Background: an optimization exercise with open tools, aiming at small area, a short achievable clock period and few clock cycles per item. Do not read the settings as production practice. Function was checked by simulation only, so behaviour that the tests miss may differ from the original. Power figures rest on the tool's default switching activity, not on a simulated workload.

## ignition_advance_curve_lookup
module ignition_advance_curve_lookup (
  input  logic        clk,
  input  logic        rst,
  input  logic        write_enable,
  input  logic [1:0]  write_index,
  input  logic [15:0] write_data,
  input  logic        in_valid,
  output logic        in_stall,
  input  logic [15:0] engine_speed,
  output logic        out_valid,
  input  logic        out_stall,
  output logic [11:0] spark_advance,
  output logic [1:0]  speed_region
);
  logic [11:0] cranking_advance;
  logic [11:0] top_advance;
  logic [15:0] cranking_speed_limit;
  always_ff @(posedge clk) begin
    if (rst) begin
      cranking_advance     <= 12'd50;
      top_advance          <= 12'd350;
      cranking_speed_limit <= 16'd500;
    end else if (write_enable) begin
      case (write_index)
        2'd0: cranking_advance     <= write_data[11:0];
        2'd1: top_advance          <= write_data[11:0];
        2'd2: cranking_speed_limit <= write_data;
        default: ;
      endcase
    end
  end
  logic        en;
  logic        o2_full;
  logic [15:0] s;
  assign en       = !o2_full;
  assign in_stall = o2_full;
  assign s        = engine_speed;
  logic [13:0] s14;
  logic [3:0]  seg;
  logic [1:0]  region;
  assign s14 = s[13:0];    
  always_comb begin
    seg = 4'd0;
    if (s14 >= 14'd1067) seg = 4'd1;
    if (s14 >= 14'd2134) seg = 4'd2;
    if (s14 >= 14'd3200) seg = 4'd3;
    if (s14 >= 14'd4267) seg = 4'd4;
    if (s14 >= 14'd5334) seg = 4'd5;
    if (s14 >= 14'd6400) seg = 4'd6;
    if (s14 >= 14'd7467) seg = 4'd7;
    if (s14 >= 14'd8534) seg = 4'd8;
    if (s14 >= 14'd9600) seg = 4'd9;
    if (s14 >= 14'd10667) seg = 4'd10;
    if (s14 >= 14'd11734) seg = 4'd11;
    if (s14 >= 14'd12800) seg = 4'd12;
    if (s14 >= 14'd13867) seg = 4'd13;
    if (s14 >= 14'd14934) seg = 4'd14;
  end
  always_comb begin
    if (s < cranking_speed_limit)  region = 2'd0;
    else if (s >= 16'd16000)       region = 2'd2;
    else                           region = 2'd1;
  end
  logic        a_valid;
  logic [3:0]  a_seg;
  logic [10:0] a_s;
  ...
Settings: LEC_CHECK=0, CAP_MARGIN=20, CORE_MARGIN=2, CORE_UTILIZATION=40, SLEW_MARGIN=20; clock period 7.0 ns.
run.sh (not shown) runs the stock make flow with config.mk's settings and CLKGATE_MAP_FILE= SYNTH_SCRIPT=/design/flow/synth_recipe.tcl, a recipe that flattens the netlist after the stock synthesis.
Testbench counts at the start, summed over its fixed seeds: cycles 9,640, items 9,600.
Change:
SETUP_SLACK_MARGIN = 3.3   (was unset)
Outcome: Hold slack stays flat. Final area is higher by about 2.7%. Die area does not change.

---

== v50 ==
Another version of the RTL of ignition_advance_curve_lookup (not shown whole).
Size: ~1300 cells after synthesis, roughly 180 flip-flops, ~55 I/O pins, ~10000 um2 of cells after synthesis.
## ignition_advance_curve_lookup
module ignition_advance_curve_lookup (
  input  logic        clk,
  input  logic        rst,
  input  logic        write_enable,
  input  logic [1:0]  write_index,
  input  logic [15:0] write_data,
  input  logic        in_valid,
  output logic        in_stall,
  input  logic [15:0] engine_speed,
  output logic        out_valid,
  input  logic        out_stall,
  output logic [11:0] spark_advance,
  output logic [1:0]  speed_region
);
make LEC_CHECK=0 ABC_AREA=1 CAP_MARGIN=20 CORE_MARGIN=2 CORE_UTILIZATION=40 SETUP_SLACK_MARGIN=3.9 SLEW_MARGIN=20 finish   # period 7.0 ns
Testbench counts of v50, summed over its fixed seeds: cycles 9,640, items 9,600.
Setup changes, v50 to v28
# v50
export LEC_CHECK = 0
export ABC_AREA = 1
export CAP_MARGIN = 20
export CORE_MARGIN = 2
export CORE_UTILIZATION = 40
export SETUP_SLACK_MARGIN = 3.9
export SLEW_MARGIN = 20
create_clock -name core_clock -period 7.0 [get_ports {clk}]
# v28
export LEC_CHECK = 0
export ABC_AREA = 1
export CAP_MARGIN = 20
export CORE_MARGIN = 2
export CORE_UTILIZATION = 40
export SETUP_SLACK_MARGIN = 4.1
export SLEW_MARGIN = 20
create_clock -name core_clock -period 7.0 [get_ports {clk}]
Findings:
Relative to v50, final cell count increased by 13 in v28.
v50 → v28: power in combinational cells rose about 6%, non-clock buffer count in the final layout rose about 18%.
Setup changes, v28 to v16
# v28
export LEC_CHECK = 0
export ABC_AREA = 1
export CAP_MARGIN = 20
export CORE_MARGIN = 2
export CORE_UTILIZATION = 40
export SETUP_SLACK_MARGIN = 4.1
export SLEW_MARGIN = 20
create_clock -name core_clock -period 7.0 [get_ports {clk}]
# v16
export LEC_CHECK = 0
export ABC_AREA = 1
export CAP_MARGIN = 20
export CORE_MARGIN = 2
export CORE_UTILIZATION = 40
export SETUP_SLACK_MARGIN = 4.3
export SLEW_MARGIN = 20
create_clock -name core_clock -period 7.0 [get_ports {clk}]
--- outcome ---
The post-layout minimum cycle time in v16 sits 0.023 ns below the value recorded for v28. Sort v28 and v16 by post-cts repair resize count, ascending, and v28 comes first. Fill cell total of the finished layout, v28 and v16: higher on v16. Going from v28 to v16, post-route clock period utilization moved down; global-route usage moved up; final routed wire length divided by cell count moved up; synthesis-to-layout area growth moved up. In v16, the cell count came out about 1.1% above the value in v28. Routed wire length, v28 and v16, lower one = v28. On v16: critical path depth is 3 lower than what v28 gave.

---

ignition_advance_curve_lookup, a different RTL version from the one above (not shown whole).
Size: about 150 flip-flops, ~55 I/O pins.
make LEC_CHECK=0 CAP_MARGIN=20 CORE_MARGIN=2 CORE_UTILIZATION=40 CTS_BUF_LIST='sky130_fd_sc_hd__clkbuf_4 sky130_fd_sc_hd__clkbuf_8' CTS_CLUSTER_SIZE=40 SETUP_SLACK_MARGIN=3.3 SLEW_MARGIN=20 finish   # period 7.0 ns
Testbench counts at the start, summed over its fixed seeds: cycles 9,640, items 9,600.
==> next run, changes <==
Settings changed: ABC_AREA set to 1, CORE_UTILIZATION 40 to 55, CTS_BUF_LIST sky130_fd_sc_hd__clkbuf_4 sky130_fd_sc_hd__clkbuf_8 to unset, CTS_CLUSTER_SIZE 40 to unset, SETUP_SLACK_MARGIN 3.3 to 3.6.
- The new run ran to the end with no violations
- clock-buffer cell count climbs by 2
- final area falls slightly
- non-clock buffer count fell by 27
- total power climbs by a few percent
- sequential share of layout area rises by 0.14 points
- die area is lower by a quarter to a third
- sequential cell count is unchanged
- hold slack loses 10 ps
- synthesized cell count goes up by about a fifth
- worst setup slack gets better by 330 ps
- routed wire length rises slightly

---

try-harbor:
ignition_advance_curve_lookup again, from the RTL that the note above started with.
clock: 7.0 ns
lec_check: 0
cap_margin: 20
core_margin: 2
core_utilization: 40
setup_slack_margin: 3.8
slew_margin: 20
Looking at the reports, try-harbor completed the entire flow and the layout it produced met the timing, design-rule and antenna checks.
Testbench counts of try-harbor, summed over its fixed seeds: cycles 9,640, items 9,600.
Edits applied to the flow inputs when going from try-harbor to try-raven:
- ABC_AREA newly set to 1
- SETUP_SLACK_MARGIN changed from 3.8 to 3.0
--- outcome ---
- try-raven finished every stage and its layout cleared the timing, design-rule and antenna checks.
- Post-placement setup slack in try-raven is 0.15 ns above try-harbor.
- Side by side, count of clock-buffer cells in the layout turned out lower in try-raven than in try-harbor.
- Compared with try-harbor, the detailed router inserted more vias in try-raven.
- Comparing try-raven and try-harbor, final critical-path share of the clock period is higher on try-raven.
- The final cell count reported for try-raven is greater than that of try-harbor by 205.
- Density: try-raven sparser than try-harbor
- Comparing the two runs side by side, try-raven comes out behind try-harbor on minimum period implied by the final worst setup slack.
### try-raven -> try-zinc
- PLACE_DENSITY: unset -> 0.7
- SETUP_SLACK_MARGIN: 3.0 -> 3.6
Findings:
From try-zinc to try-raven, sequential fraction of the synthesis area did not move at all. Summary of try-zinc over try-raven: final area went up, non-clock buffer count increased 13, clock buffer count climbed 1, worst-margin pin slew down 0.11 ns. Run comparison: try-zinc launching instance or port of the critical path a_seg[0]$_SDFFCE_PP0N_; try-raven launching instance or port of the critical path out_stall. Cmp try-zinc and try-raven / number of DRC markers after the initial detailed-route iteration / higher: try-zinc. Reported for try-zinc and try-raven, well-tap cell count turned out identical to the last digit. On maximum clock frequency: between try-zinc and try-raven, it ends up lower for try-raven.
Setup changes, try-zinc to try-yarrow
- PLACE_DENSITY: 0.7 -> unset
- ABC_AREA: 1 -> unset
- SETUP_SLACK_MARGIN: 3.6 -> 3.3
- CORE_UTILIZATION: 40 -> 60
Findings:
In summary, try-yarrow completed successfully, with a layout that passed the timing, design-rule and antenna checks.
try-zinc has completed all stages; timing, DRC and antenna checks passed.
Delta (try-yarrow minus try-zinc): clock tree buffer count of the final layout has decreased; required time of the critical path increased by 0.19 ns relative to the old numbers; worst-case setup slack after placement now sits lower.
What try-zinc reported for clock power has to be multiplied by 0.945 to get the figure for try-yarrow.
On try-yarrow: area of the mapped netlist is 3.2% lower than what try-zinc gave.
Compared with try-zinc, in try-yarrow placer's final routability congestion estimate saw a decrease; net switching power decreased by 0.18 mW relative to the old numbers.

---

ignition_advance_curve_lookup again, from the RTL that the note above started with.
clock: 7.0 ns
lec_check: 0
abc_area: 1
cap_margin: 20
core_margin: 2
core_utilization: 40
setup_slack_margin: 3.6
slew_margin: 20
Testbench counts at the start, summed over its fixed seeds: cycles 9,640, items 9,600.
Edit:
Settings changed: SETUP_SLACK_MARGIN 3.6 to 3.9.
Effect: The new run ran to the end with no violations; first-iteration DRC count is higher by 9.3%; total power is higher by 13%; fmax is higher by 1.1%; via count is higher by 3.9%; hold slack hardly moves.
Edit:
Settings changed: ABC_AREA 1 to unset, SETUP_SLACK_MARGIN 3.9 to 3.3.
Routed wire length falls by roughly a tenth.
Die area falls by a few percent.
Via count falls by roughly a tenth.
Maximum frequency falls by a little under a tenth.
Sequential share of layout area rises by 3.1 points.

---

ignition_advance_curve_lookup, a different RTL version from the one above (not shown whole).
Size: ~1,200 cells after synthesis, about 0.010 mm2 of cells after synthesis.
make LEC_CHECK=0 ABC_AREA=1 CAP_MARGIN=20 CORE_MARGIN=2 CORE_UTILIZATION=40 SETUP_SLACK_MARGIN=4.4 SLEW_MARGIN=20 finish   # period 7.0 ns
Testbench counts at the start, summed over its fixed seeds: cycles 9,640, items 9,600.
Edit:
--- a/flow/config.mk
+++ b/flow/config.mk
@@ -10,4 +10,4 @@
 export CORE_MARGIN = 2
 export CORE_UTILIZATION = 40
-export SETUP_SLACK_MARGIN = 4.4
+export SETUP_SLACK_MARGIN = 3.8
 export SLEW_MARGIN = 20
What happened:
- power came out lower by 7.6%
- via count went down by 4.1%
- worst setup slack is worse by 220 ps

[what the ideal ports hide]
How much do the figures lean on ideal ports? The routed layouts below were timed once more, with nothing changed but the port constraints.
Step 1, drivers: a clkbuf_16 drives clk and a buf_2 each remaining input, both assumed.
Step 2 adds t to the input delays and takes it off the output delays; t is the mean of the earliest and latest rising clock arrival at the registers after step 1. Input paths then give back, and output paths get back, about the clock's delay inside the block.
a / b / c = no drivers / after step 1 / after step 2; a / b = the first two.
run | shift t [ns] | setup WS [ns] | worst setup path after step 2 | slew at the worst register clock pin (ns) | cell pins on the clock port's net
the first run of note 1 | 0.474 | 2.947 / 2.947 / 2.947 | register to register | 0.09 / 0.09 | 1
the second run of note 1 | 0.476 | 3.407 / 3.435 / 2.959 | input to register | 0.08 / 0.08 | 1
v50 | 0.479 | 4.059 / 4.046 / 3.597 | input to register | 0.09 / 0.09 | 1
v28 | 0.479 | 4.066 / 4.066 / 3.783 | input to register | 0.09 / 0.09 | 1
v16 | 0.479 | 4.089 / 4.089 / 3.961 | input to register | 0.09 / 0.09 | 1
the first run of note 3 | 0.498 | 3.257 / 3.257 / 2.877 | input to register | 0.11 / 0.11 | 1
the second run of note 3 | 0.465 | 3.584 / 3.584 / 3.319 | input to register | 0.07 / 0.07 | 1
try-harbor | 0.476 | 3.371 / 3.371 / 3.371 | register to register | 0.07 / 0.07 | 1
try-raven | 0.466 | 3.072 / 3.046 / 2.903 | input to register | 0.08 / 0.08 | 1
try-zinc | 0.471 | 3.629 / 3.629 / 3.351 | input to register | 0.08 / 0.08 | 1
try-yarrow | 0.471 | 3.260 / 3.260 / 2.943 | input to register | 0.07 / 0.07 | 1
the first run of note 5 | 0.465 | 3.630 / 3.598 / 3.396 | input to register | 0.07 / 0.07 | 1
the second run of note 5 | 0.479 | 3.667 / 3.667 / 3.582 | input to register | 0.08 / 0.08 | 1
the third run of note 5 | 0.476 | 3.357 / 3.357 / 3.002 | input to register | 0.08 / 0.08 | 1
the first run of note 6 | 0.479 | 4.076 / 4.076 / 3.968 | input to register | 0.09 / 0.09 | 1
the second run of note 6 | 0.481 | 3.856 / 3.856 / 3.502 | input to register | 0.09 / 0.09 | 1
After both steps every run listed still meets setup and hold. For v50, which loses most, drivers alone change the setup slack by -0.013 ns; drivers and shift together by -0.462 ns.
